Context: an optimization exercise on an open-source flow, tuned for small area, a short achievable clock period and few clock cycles per item. The choices shown serve that exercise and are no tape-out recipe.
In this exercise RTL edits were held to simulation tests only and were not proved equivalent to the original.
Power is estimated from default activity; no workload was simulated.

## JK
## hid_keyboard_report_builder
module hid_keyboard_report_builder #(
   parameter int KEY_SLOTS   = hkrb_pkg::KEY_SLOTS_DEF,
   parameter int BLOCK_SLOTS = hkrb_pkg::BLOCK_SLOTS_DEF
) (
   input  logic        clock,
   input  logic        reset,
   input  logic        start,
   output logic        busy,
   input  logic [2:0]  req_func,
   input  logic [2:0]  req_modifier_index,
   input  logic [7:0]  req_keycode,
   input  logic [63:0] req_timestamp,
   input  logic [1:0]  req_block_handle,
   output logic        rsp_valid,
   output logic        rsp_has_report,
   output logic [7:0]  rsp_modifier_bits,
   output logic [7:0]  rsp_key_slot0,
   output logic [7:0]  rsp_key_slot1,
   output logic [7:0]  rsp_key_slot2,
   output logic [7:0]  rsp_key_slot3,
   output logic [7:0]  rsp_key_slot4,
   output logic [7:0]  rsp_key_slot5,
   output logic [1:0]  rsp_handle_out,
   output logic [1:0]  rsp_error_code
);
   localparam int K  = KEY_SLOTS;
   localparam int B  = BLOCK_SLOTS;
   localparam int NM = hkrb_pkg::MODIFIER_COUNT;
   localparam int NR = hkrb_pkg::REPORT_KEYS;
   localparam int RW = (B > 1) ? $clog2(B) : 1;
   localparam int NG = 4;                 
   localparam int GS = K / NG;            
   function automatic logic le64(input logic [63:0] a, input logic [63:0] b);
      logic [63:0] lt, eq;
      lt = ~a & b;
      eq = ~(a ^ b);
      for (int w = 1; w < 64; w = w * 2)
         for (int i = 0; i + w < 64; i = i + 2 * w) begin
            lt[i] = lt[i+w] | (eq[i+w] & lt[i]);
            eq[i] = eq[i+w] & eq[i];
         end
      le64 = lt[0] | eq[0];
   endfunction
   function automatic logic [1:0] fa(input logic a, input logic b, input logic c);
      fa = {(a & b) | (a & c) | (b & c), a ^ b ^ c};
   endfunction
   function automatic logic [3:0] pc15(input logic [14:0] x);
      logic [1:0] p0, p1, p2, p3, p4, q0, q1, r0, r1, r2, u;
      p0 = fa(x[0], x[1], x[2]);
      p1 = fa(x[3], x[4], x[5]);
      p2 = fa(x[6], x[7], x[8]);
      p3 = fa(x[9], x[10], x[11]);
  ...
==> flow/config.mk <==
export PLATFORM = sky130hd
export DESIGN_NAME = hid_keyboard_report_builder
export DESIGN_NICKNAME = hid_keyboard_report_builder
export VERILOG_FILES = /design/flow/design.v
export SDC_FILE = /design/flow/constraint.sdc
export NUM_CORES = 4
export LEC_CHECK = 0
export CAP_MARGIN = 20
export CORE_MARGIN = 2
export CORE_UTILIZATION = 45
export PLACE_DENSITY = 0.6
export SETUP_SLACK_MARGIN = 3.5
export SLEW_MARGIN = 20
==> flow/constraint.sdc <==
create_clock -name core_clock -period 7.5 [get_ports {clock}]
set_input_delay 1.5000 -clock core_clock [delete_from_list [all_inputs] [get_ports {clock}]]
set_output_delay 1.5000 -clock core_clock [all_outputs]
set_load 0.01 [all_outputs]
run.sh (not shown) runs the stock make flow with config.mk's settings and CLKGATE_MAP_FILE= SYNTH_SCRIPT=/design/flow/synth_recipe.tcl, a recipe that flattens the netlist after the stock synthesis.
In summary, JK completed successfully, with a layout that passed the timing, DRC and antenna checks.
Testbench counts of JK, summed over its fixed seeds: cycles 4,890, items 4,800.
Here is what was changed in the inputs of MS compared with JK.
Settings: SETUP_SLACK_MARGIN changed from 3.5 to 4.5.
==> run summary <==
Looking at sequential portion of the cell area, MS sits 2.4 points lower than JK does.
Path length in cells of the critical path came out exactly the same in MS and JK.
Tightest hold margin: MS < JK
Compared with JK, MS shows a higher clock network fraction of design power.
Layout clock buffer count shrinks by a few percent when moving from JK to MS.
Higher global-route usage goes to MS over JK.

* * *

hid_keyboard_report_builder, a different RTL version from the one above (not shown whole).
Size: ~6700 cells after synthesis, ~2000 flip-flops, ~150 I/O pins, ~0.089 sq mm of cells after synthesis.
clock: 7.5 ns
lec_check: 0
cap_margin: 20
core_margin: 2
core_utilization: 45
place_density: 0.6
setup_slack_margin: 3.5
slew_margin: 20
The starting point ran to the end with no violations.
Testbench counts at the start, summed over its fixed seeds: cycles 4,898, items 4,800.
Edit:
Settings changed: CORE_UTILIZATION 45 to 60, CTS_BUF_LIST set to sky130_fd_sc_hd__clkbuf_4 sky130_fd_sc_hd__clkbuf_8, PLACE_DENSITY 0.6 to 0.7.
After rerunning: The new run finished with timing, DRC and antenna clean. Total power goes down by 1.9%. Wire length falls by 0.68%. Clock power fell by about 5%. Clock skew came out higher by 22 ps. Utilization climbs by 19 points. Via count came out higher by about 5%. Worst hold slack is better by 14 ps. Design area barely changes. Sequential cell count does not change.

* * *

run A:
Another version of the RTL of hid_keyboard_report_builder (not shown whole).
Size: about 89000 sq um of cells after synthesis.
Settings: LEC_CHECK=0, CAP_MARGIN=20, CORE_MARGIN=2, CORE_UTILIZATION=45, PLACE_DENSITY=0.6, SETUP_SLACK_MARGIN=3.2, SLEW_MARGIN=20; clock period 7.5 ns.
Run A went all the way through the flow, and no timing, DRC or antenna check failed.
Testbench counts of run A, summed over its fixed seeds: cycles 4,877, items 4,800.
Inputs modified between run A and run B:
- swapping 3.2 for 3.5 in SETUP_SLACK_MARGIN
Between run A and run B, the difference in power dissipated in the clock network is negligible.
The run showing the smaller fraction of met2 tracks used by global routing is run A.
In run B relative to run A, net count of the finished layout had gone up by a few percent.
Run B ended up with fa_1 as its slowest stage cell on the critical path; run A ended up with fa_2.
Max routability congestion estimate across run A and run B: run A
For the wire length of the first global-routing pass, run B came in 10000 microns higher than run A did.
Delta(total setup buffers inserted after CTS, run B - run A) > 0
Hold violation total from the final report came out exactly the same in run A and run B.
## Diff of input files: run C against run B
- PLACE_DENSITY changed from 0.6 to 0.65
- CORE_UTILIZATION changed from 45 to 50
- CTS_CLUSTER_SIZE newly set to 24
- CTS_CLUSTER_DIAMETER newly set to 150
==> run summary <==
Status: wire length of the first global-routing pass parity (run B, run C)
Run C vs run B — critical path's largest stage delay dropped 20 ps.
In summary, run C completed successfully, with a layout that passed the timing, DRC and antenna checks.
Run C against run B: arrival time reported for the critical path endpoint fell 50 ps, number of core rows fell 4.9%, core utilization rose 3.6 points.
Sort run B and run C by fmax, descending, and run B comes first.
Clock network power: run C vs run B down about 43%
Number of tap cells added at floorplan, run C vs run B: down by more than 10%
Changes observed in run C relative to run B: part of the total power dissipated in the clock network dropped 13 points; fraction of cell area in non-clock buffers increased by 0.35 points relative to the old numbers; overall routed net length higher.
Inputs modified between run C and run D:
- PLACE_DENSITY: 0.65 -> 0.6
- CORE_UTILIZATION: 50 -> 45
==> run summary <==
What run C reported for number of post-CTS setup repair buffers has to be multiplied by 0.877 to get the figure for run D. As of run D, final total power had risen slightly compared to run C. Run D: highest fanout seen on the critical path is 11 higher than what run C reported. Taking run C as the reference, in run D die area higher, number of non-clock buffers higher, number of buffers and inverters on the critical path lower, sequential share of layout area lower. NOTE first-iteration detailed-routing DRC count run C->run D decreased by a few percent. Taking run C as the reference, in run D routed wire length went down by 3600 microns; power dissipated in the clock network went up by about 2%; footprint of the flip-flops and latches was more or less identical.

[separate check: timing with driven ports]
The flow's constraints put no driver on any port. The routed layouts listed below were extracted and timed again, unchanged, in two steps.
Step 1 assumes that a clkbuf_16 drives the clock port and a buf_2 every other input.
Step 2, shift: input delay + t, output delay - t, t = (earliest + latest rising clock arrival at the registers) / 2. This alone moves slack from input paths to output paths.
Slacks: no drivers / after step 1 / after step 2; pairs: no drivers / after step 1.
| run | shift t [ns] | slack for setup (ns) | worst register clock-pin slew, ns |
|---|---|---|---|
| JK | 0.949 | 2.881 / 2.789 / 2.309 | 0.07 / 0.07 |
| MS | 0.942 | 3.087 / 2.988 / 2.440 | 0.07 / 0.07 |
| the first run of note 2 | 0.953 | 3.139 / 3.139 / 2.840 | 0.07 / 0.07 |
| the second run of note 2 | 1.099 | 2.922 / 2.838 / 2.462 | 0.08 / 0.08 |
| run A | 0.944 | 3.077 / 3.077 / 2.222 | 0.07 / 0.07 |
| run B | 0.944 | 3.262 / 3.196 / 2.252 | 0.07 / 0.07 |
| run C | 0.867 | 3.224 / 3.224 / 2.443 | 0.12 / 0.12 |
| run D | 0.871 | 3.279 / 3.276 / 2.405 | 0.11 / 0.11 |
After both steps every run listed still meets setup and hold. The setup slack of run B, which loses most, moves by -0.066 ns with the drivers and by -1.010 ns with both steps.
